From an optimization exercise on the open Yosys and OpenROAD flow, aimed at small area; shortcuts taken in it are not production practice.
RTL that was checked went through simulation tests only; none was proved equivalent to the original.
Power is estimated from default activity; no workload was simulated.

==> v34: inputs <==
==> flow/design.v <==
package meas_pkg;
    localparam int POINT_V_WIDTH   = 16;
    localparam int POINT_T_WIDTH   = 10;
    localparam int POINT_SEQ_WIDTH = 6;
    typedef struct packed {
        logic [POINT_SEQ_WIDTH-1:0] seq;
        logic [POINT_T_WIDTH-1:0]   t;
        logic [POINT_V_WIDTH-1:0]   v;
    } meas_point_t;
endpackage
module fifo_ram_sp #(
    parameter int DEPTH  = 64,
    parameter int WIDTH  = 32,
    parameter int ADDR_W = $clog2(DEPTH)
) (
    input  logic              clk,
    input  logic              we,
    input  logic [ADDR_W-1:0] waddr,
    input  logic [WIDTH-1:0]  wdata,
    input  logic [ADDR_W-1:0] raddr,
    output logic [WIDTH-1:0]  rdata
);
    logic [WIDTH-1:0] mem_r [DEPTH];
    always_ff @(posedge clk) begin
        if (we) begin
            mem_r[waddr] <= wdata;
        end else begin
            mem_r[waddr] <= mem_r[waddr];
        end
    end
    assign rdata = mem_r[raddr];
endmodule
module meas_point_buf #(
    parameter int DEPTH          = 64,
    parameter int V_WIDTH        = meas_pkg::POINT_V_WIDTH,
    parameter int T_WIDTH        = meas_pkg::POINT_T_WIDTH,
    parameter int SEQ_WIDTH      = meas_pkg::POINT_SEQ_WIDTH,
    parameter int DROP_CNT_WIDTH = 16
) (
    input  logic                      wb_clk_i,
    input  logic                      wb_rst_i,
    input  logic                      point_rdy_i,
    input  logic [V_WIDTH-1:0]        point_v_i,
    input  logic [T_WIDTH-1:0]        point_t_i,
    input  logic                      en_i,
    input  logic                      clr_i,
    input  logic                      pop_i,
    output logic [31:0]               rd_data_o,
    output logic                      rd_valid_o,
    output logic [$clog2(DEPTH):0]    level_o,
    output logic                      full_o,
    output logic                      ovf_o,
    output logic                      unf_o,
    output logic [DROP_CNT_WIDTH-1:0] drop_cnt_o
);
    localparam int ADDR_W = $clog2(DEPTH);
    localparam int LVL_W  = ADDR_W + 1;
    localparam logic [ADDR_W-1:0]         ADDR_ONE = ADDR_W'(1);
    localparam logic [LVL_W-1:0]          LVL_ONE  = LVL_W'(1);
    localparam logic [LVL_W-1:0]          LVL_FULL = LVL_W'(DEPTH);
    localparam logic [SEQ_WIDTH-1:0]      SEQ_ONE  = SEQ_WIDTH'(1);
    localparam logic [DROP_CNT_WIDTH-1:0] DROP_ONE = DROP_CNT_WIDTH'(1);
    localparam logic [DROP_CNT_WIDTH-1:0] DROP_MAX = {DROP_CNT_WIDTH{1'b1}};
    logic [ADDR_W-1:0]         wr_ptr_r;
    logic [ADDR_W-1:0]         rd_ptr_r;
    logic [LVL_W-1:0]          level_r;
    logic [SEQ_WIDTH-1:0]      seq_r;
    logic [DROP_CNT_WIDTH-1:0] drop_cnt_r;
    logic                      ovf_r;
    logic                      unf_r;
    logic        empty_s;
    logic        full_s;
    logic        push_ok_s;
    logic        pop_ok_s;
    logic        drop_s;
    logic        pop_empty_s;
    logic        ram_we_s;
    logic [31:0] wr_word_s;
    logic [31:0] ram_rd_s;
    always_comb begin
        empty_s     = (level_r == {LVL_W{1'b0}});
        full_s      = (level_r == LVL_FULL);
        pop_ok_s    = 1'b0;
        pop_empty_s = 1'b0;
        push_ok_s   = 1'b0;
        drop_s      = 1'b0;
        if (pop_i) begin
            pop_ok_s    = ~empty_s;
            pop_empty_s = empty_s;
        end else begin
            pop_ok_s    = 1'b0;
            pop_empty_s = 1'b0;
        end
        if (point_rdy_i && en_i) begin
            push_ok_s = ~full_s | pop_ok_s;
            drop_s    = full_s & ~pop_ok_s;
        end else begin
            push_ok_s = 1'b0;
            drop_s    = 1'b0;
        end
        ram_we_s  = push_ok_s & ~clr_i & ~wb_rst_i;
        wr_word_s = {seq_r, point_t_i, point_v_i};
    end
    fifo_ram_sp #(
        .DEPTH (DEPTH),
        .WIDTH (32)
    ) u_ram (
        .clk   (wb_clk_i),
        .we    (ram_we_s),
        .waddr (wr_ptr_r),
        .wdata (wr_word_s),
        .raddr (rd_ptr_r),
        .rdata (ram_rd_s)
    );
    always_ff @(posedge wb_clk_i) begin
        if (wb_rst_i || clr_i) begin
            wr_ptr_r   <= {ADDR_W{1'b0}};
            rd_ptr_r   <= {ADDR_W{1'b0}};
            level_r    <= {LVL_W{1'b0}};
            seq_r      <= {SEQ_WIDTH{1'b0}};
            drop_cnt_r <= {DROP_CNT_WIDTH{1'b0}};
            ovf_r      <= 1'b0;
            unf_r      <= 1'b0;
        end else begin
            if (push_ok_s) begin
                wr_ptr_r <= wr_ptr_r + ADDR_ONE;
                seq_r    <= seq_r + SEQ_ONE;
            end
            if (pop_ok_s) begin
                rd_ptr_r <= rd_ptr_r + ADDR_ONE;
            end
            case ({push_ok_s, pop_ok_s})
                2'b10:   level_r <= level_r + LVL_ONE;
                2'b01:   level_r <= level_r - LVL_ONE;
                default: level_r <= level_r;
            endcase
            if (drop_s) begin
                ovf_r <= 1'b1;
                if (drop_cnt_r != DROP_MAX) begin
                    drop_cnt_r <= drop_cnt_r + DROP_ONE;
                end
            end
            if (pop_empty_s) begin
                unf_r <= 1'b1;
            end
        end
    end
    assign rd_valid_o = ~empty_s;
    assign rd_data_o  = empty_s ? 32'h0000_0000 : ram_rd_s;
    assign level_o    = level_r;
    assign full_o     = full_s;
    assign ovf_o      = ovf_r;
    assign unf_o      = unf_r;
    assign drop_cnt_o = drop_cnt_r;
endmodule
==> flow/run.sh <==
#!/bin/bash
# synth_recipe.tcl (not shown) runs the flow's synth.tcl, then flattens the netlist and writes it again
# the make line also repeats each setting of config.mk as NAME=value (left out here)
make -C /OpenROAD-flow-scripts/flow DESIGN_CONFIG=/design/flow/config.mk WORK_HOME=/design/flow/orfs CLKGATE_MAP_FILE= SYNTH_SCRIPT=/design/flow/synth_recipe.tcl finish
==> flow/config.mk <==
export PLATFORM = sky130hd
export DESIGN_NAME = meas_point_buf
export DESIGN_NICKNAME = meas_point_buf
export VERILOG_FILES = /design/flow/design.v
export SDC_FILE = /design/flow/constraint.sdc
export NUM_CORES = 4
export LEC_CHECK = 0
export CAP_MARGIN = 20
export CORE_MARGIN = 2
export CORE_UTILIZATION = 45
export SLEW_MARGIN = 20
==> flow/constraint.sdc <==
create_clock -name core_clock -period 10.0 [get_ports {wb_clk_i}]
set_input_delay 2.0000 -clock core_clock [delete_from_list [all_inputs] [get_ports {wb_clk_i}]]
set_output_delay 2.0000 -clock core_clock [all_outputs]
set_load 0.01 [all_outputs]
==> v18 (differences from v34) <==
==> flow/design.v, changed modules only <==
module onehot_aoi #(
    parameter int N = 3
) (
    input  logic [N-1:0] sel,
    input  logic [N-1:0] d,
    output logic         y_n
);
    assign y_n = ~|(sel & d);
endmodule
module onehot_mux #(
    parameter int N = 64
) (
    input  logic [N-1:0] sel,
    input  logic [N-1:0] d,
    output logic         y
);
    localparam int G = 3;
    localparam int NG = N / G;
    localparam int NR = N - NG * G;
    logic [NG:0] grp_n;
    for (genvar g = 0; g < NG; g++) begin : g_grp
        onehot_aoi #(.N(G)) u_aoi (
            .sel (sel[g*G +: G]),
            .d   (d[g*G +: G]),
            .y_n (grp_n[g])
        );
    end
    if (NR > 0) begin : g_rest
        onehot_aoi #(.N(NR)) u_aoi (
            .sel (sel[N-1 -: NR]),
            .d   (d[N-1 -: NR]),
            .y_n (grp_n[NG])
        );
    end else begin : g_norest
        assign grp_n[NG] = 1'b1;
    end
    assign y = ~&grp_n;
endmodule
module fifo_ram_sp #(
    parameter int DEPTH  = 64,
    parameter int WIDTH  = 32,
    parameter int LVL_W  = $clog2(DEPTH) + 1
) (
    input  logic             clk,
    input  logic             we,
    input  logic [WIDTH-1:0] wdata,
    input  logic [LVL_W-1:0] level,
    output logic [WIDTH-1:0] rdata
);
    logic [WIDTH-1:0] mem_r [DEPTH];
    logic [DEPTH-1:0] sel_s;
    always_ff @(posedge clk) begin
        if (we) begin
            mem_r[0] <= wdata;
            for (int k = 1; k < DEPTH; k++) begin
                mem_r[k] <= mem_r[k-1];
            end
        end
    end
    always_comb begin
        for (int k = 0; k < DEPTH; k++) begin
            sel_s[k] = (level == LVL_W'(k + 1));
        end
    end
    for (genvar b = 0; b < WIDTH; b++) begin : g_col
        logic [DEPTH-1:0] col_s;
        for (genvar k = 0; k < DEPTH; k++) begin : g_row
            assign col_s[k] = mem_r[k][b];
        end
        onehot_mux #(.N(DEPTH)) u_mux (
            .sel (sel_s),
            .d   (col_s),
            .y   (rdata[b])
        );
    end
endmodule
module meas_point_buf #(
    parameter int DEPTH          = 64,
    parameter int V_WIDTH        = meas_pkg::POINT_V_WIDTH,
    parameter int T_WIDTH        = meas_pkg::POINT_T_WIDTH,
    parameter int SEQ_WIDTH      = meas_pkg::POINT_SEQ_WIDTH,
    parameter int DROP_CNT_WIDTH = 16
) (
    input  logic                      wb_clk_i,
    input  logic                      wb_rst_i,
    input  logic                      point_rdy_i,
    input  logic [V_WIDTH-1:0]        point_v_i,
    input  logic [T_WIDTH-1:0]        point_t_i,
    input  logic                      en_i,
    input  logic                      clr_i,
    input  logic                      pop_i,
    output logic [31:0]               rd_data_o,
    output logic                      rd_valid_o,
    output logic [$clog2(DEPTH):0]    level_o,
    output logic                      full_o,
    output logic                      ovf_o,
    output logic                      unf_o,
    output logic [DROP_CNT_WIDTH-1:0] drop_cnt_o
);
    localparam int ADDR_W = $clog2(DEPTH);
    localparam int LVL_W  = ADDR_W + 1;
    localparam int DATA_W = T_WIDTH + V_WIDTH;
    localparam logic [DROP_CNT_WIDTH-1:0] DROP_MAX = {DROP_CNT_WIDTH{1'b1}};
    logic [LVL_W-1:0]          level_r;
    logic [SEQ_WIDTH-1:0]      seq_r;
    logic [DROP_CNT_WIDTH-1:0] drop_cnt_r;
    logic                      ovf_r;
    logic                      unf_r;
    logic              empty_s;
    logic              full_s;
    logic              push_req_s;
    logic              push_ok_s;
    logic              pop_ok_s;
    logic              drop_s;
    logic [DATA_W-1:0] head_s;
    logic [SEQ_WIDTH-1:0] head_seq_s;
    assign empty_s    = (level_r == '0);
    assign full_s     = level_r[LVL_W-1];
    assign push_req_s = point_rdy_i & en_i;
    assign pop_ok_s   = pop_i & ~empty_s;
    assign push_ok_s  = push_req_s & (~full_s | pop_i);
    assign drop_s     = push_req_s & full_s & ~pop_i;
    fifo_ram_sp #(
        .DEPTH (DEPTH),
        .WIDTH (DATA_W)
    ) u_ram (
        .clk   (wb_clk_i),
        .we    (push_ok_s),
        .wdata ({point_t_i, point_v_i}),
        .level (level_r),
        .rdata (head_s)
    );
    always_ff @(posedge wb_clk_i) begin
        if (wb_rst_i || clr_i) begin
            level_r    <= '0;
            seq_r      <= '0;
            drop_cnt_r <= '0;
            ovf_r      <= 1'b0;
            unf_r      <= 1'b0;
        end else begin
            if (push_ok_s) begin
                seq_r <= seq_r + 1'b1;
            end
            if (push_ok_s != pop_ok_s) begin
                level_r <= pop_ok_s ? level_r - 1'b1 : level_r + 1'b1;
            end
            if (drop_s) begin
                ovf_r <= 1'b1;
                if (drop_cnt_r != DROP_MAX) begin
                    drop_cnt_r <= drop_cnt_r + 1'b1;
                end
            end
            if (pop_i && empty_s) begin
                unf_r <= 1'b1;
            end
        end
    end
    assign head_seq_s = empty_s ? '0 : seq_r - level_r[SEQ_WIDTH-1:0];
    assign rd_valid_o = ~empty_s;
    assign rd_data_o  = {head_seq_s, head_s};
    assign level_o    = level_r;
    assign full_o     = full_s;
    assign ovf_o      = ovf_r;
    assign unf_o      = unf_r;
    assign drop_cnt_o = drop_cnt_r;
endmodule
--- a/flow/config.mk
+++ b/flow/config.mk
@@ -9,3 +9,4 @@
 export CORE_MARGIN = 2
 export CORE_UTILIZATION = 45
 export SLEW_MARGIN = 20
+export SYNTH_HIERARCHICAL = 1
==> run summary <==
	v34	v18
Status	finished clean	finished clean
Total die area	182700 um^2	134300 um^2
Placeable core region	178200 um^2	131000 um^2
TritonCTS buffer count	207	166
Multi-input gate share of total cell area	19.23%	12.60%
Clock net sink count	2097	1695
Layout-stage area growth over the synthesis result	13.17%	15.37%
Number of cells on the worst reg-to-reg path	7	9
Startpoint of the worst register-to-register path	level_r[0]	level_r[3]
Part of the total power dissipated in the clock network	42.3%	41.0%
Worst-case register-to-register setup slack	5.71 ns	6.64 ns
Last weighted congestion value of the routability-driven placer	0.7803	0.8508
Total instance count after detailed placement	5910	4664
Combinational fraction of design power	2.6%	1.7%
Area of the mapped netlist	80690 um^2	59140 um^2
Number of fillers in the final layout	13818	10194
Sw power	3513 uW	2976 uW
Post-Synth XOR/XNOR Area	0.3473%	0.3703%
No functional check of the RTL was part of v34.

what the ideal ports hide:
The flow's constraints put no driver on any port. The routed layouts listed below were extracted and timed again, unchanged, in two steps. Step 1, drivers: a clkbuf_16 drives wb_clk_i and a buf_2 each remaining input, both assumed. Step 2, shift: input delay + t, output delay - t, t = (earliest + latest rising clock arrival at the registers) / 2. This alone moves slack from input paths to output paths. Slacks: ideal / step 1 / step 2; pairs: ideal / step 1.
run	shift t [ns]	setup slack, ns	worst setup path after step 2	worst register clock-pin slew, ns	worst data-port slew with drivers (ns)
v34	0.910	2.786 / 2.699 / 3.466	input to register	0.06 / 0.06	0.23
v18	0.854	2.668 / 2.593 / 3.447	register to output	0.07 / 0.07	0.11
After both steps setup and hold are still met in every run listed.
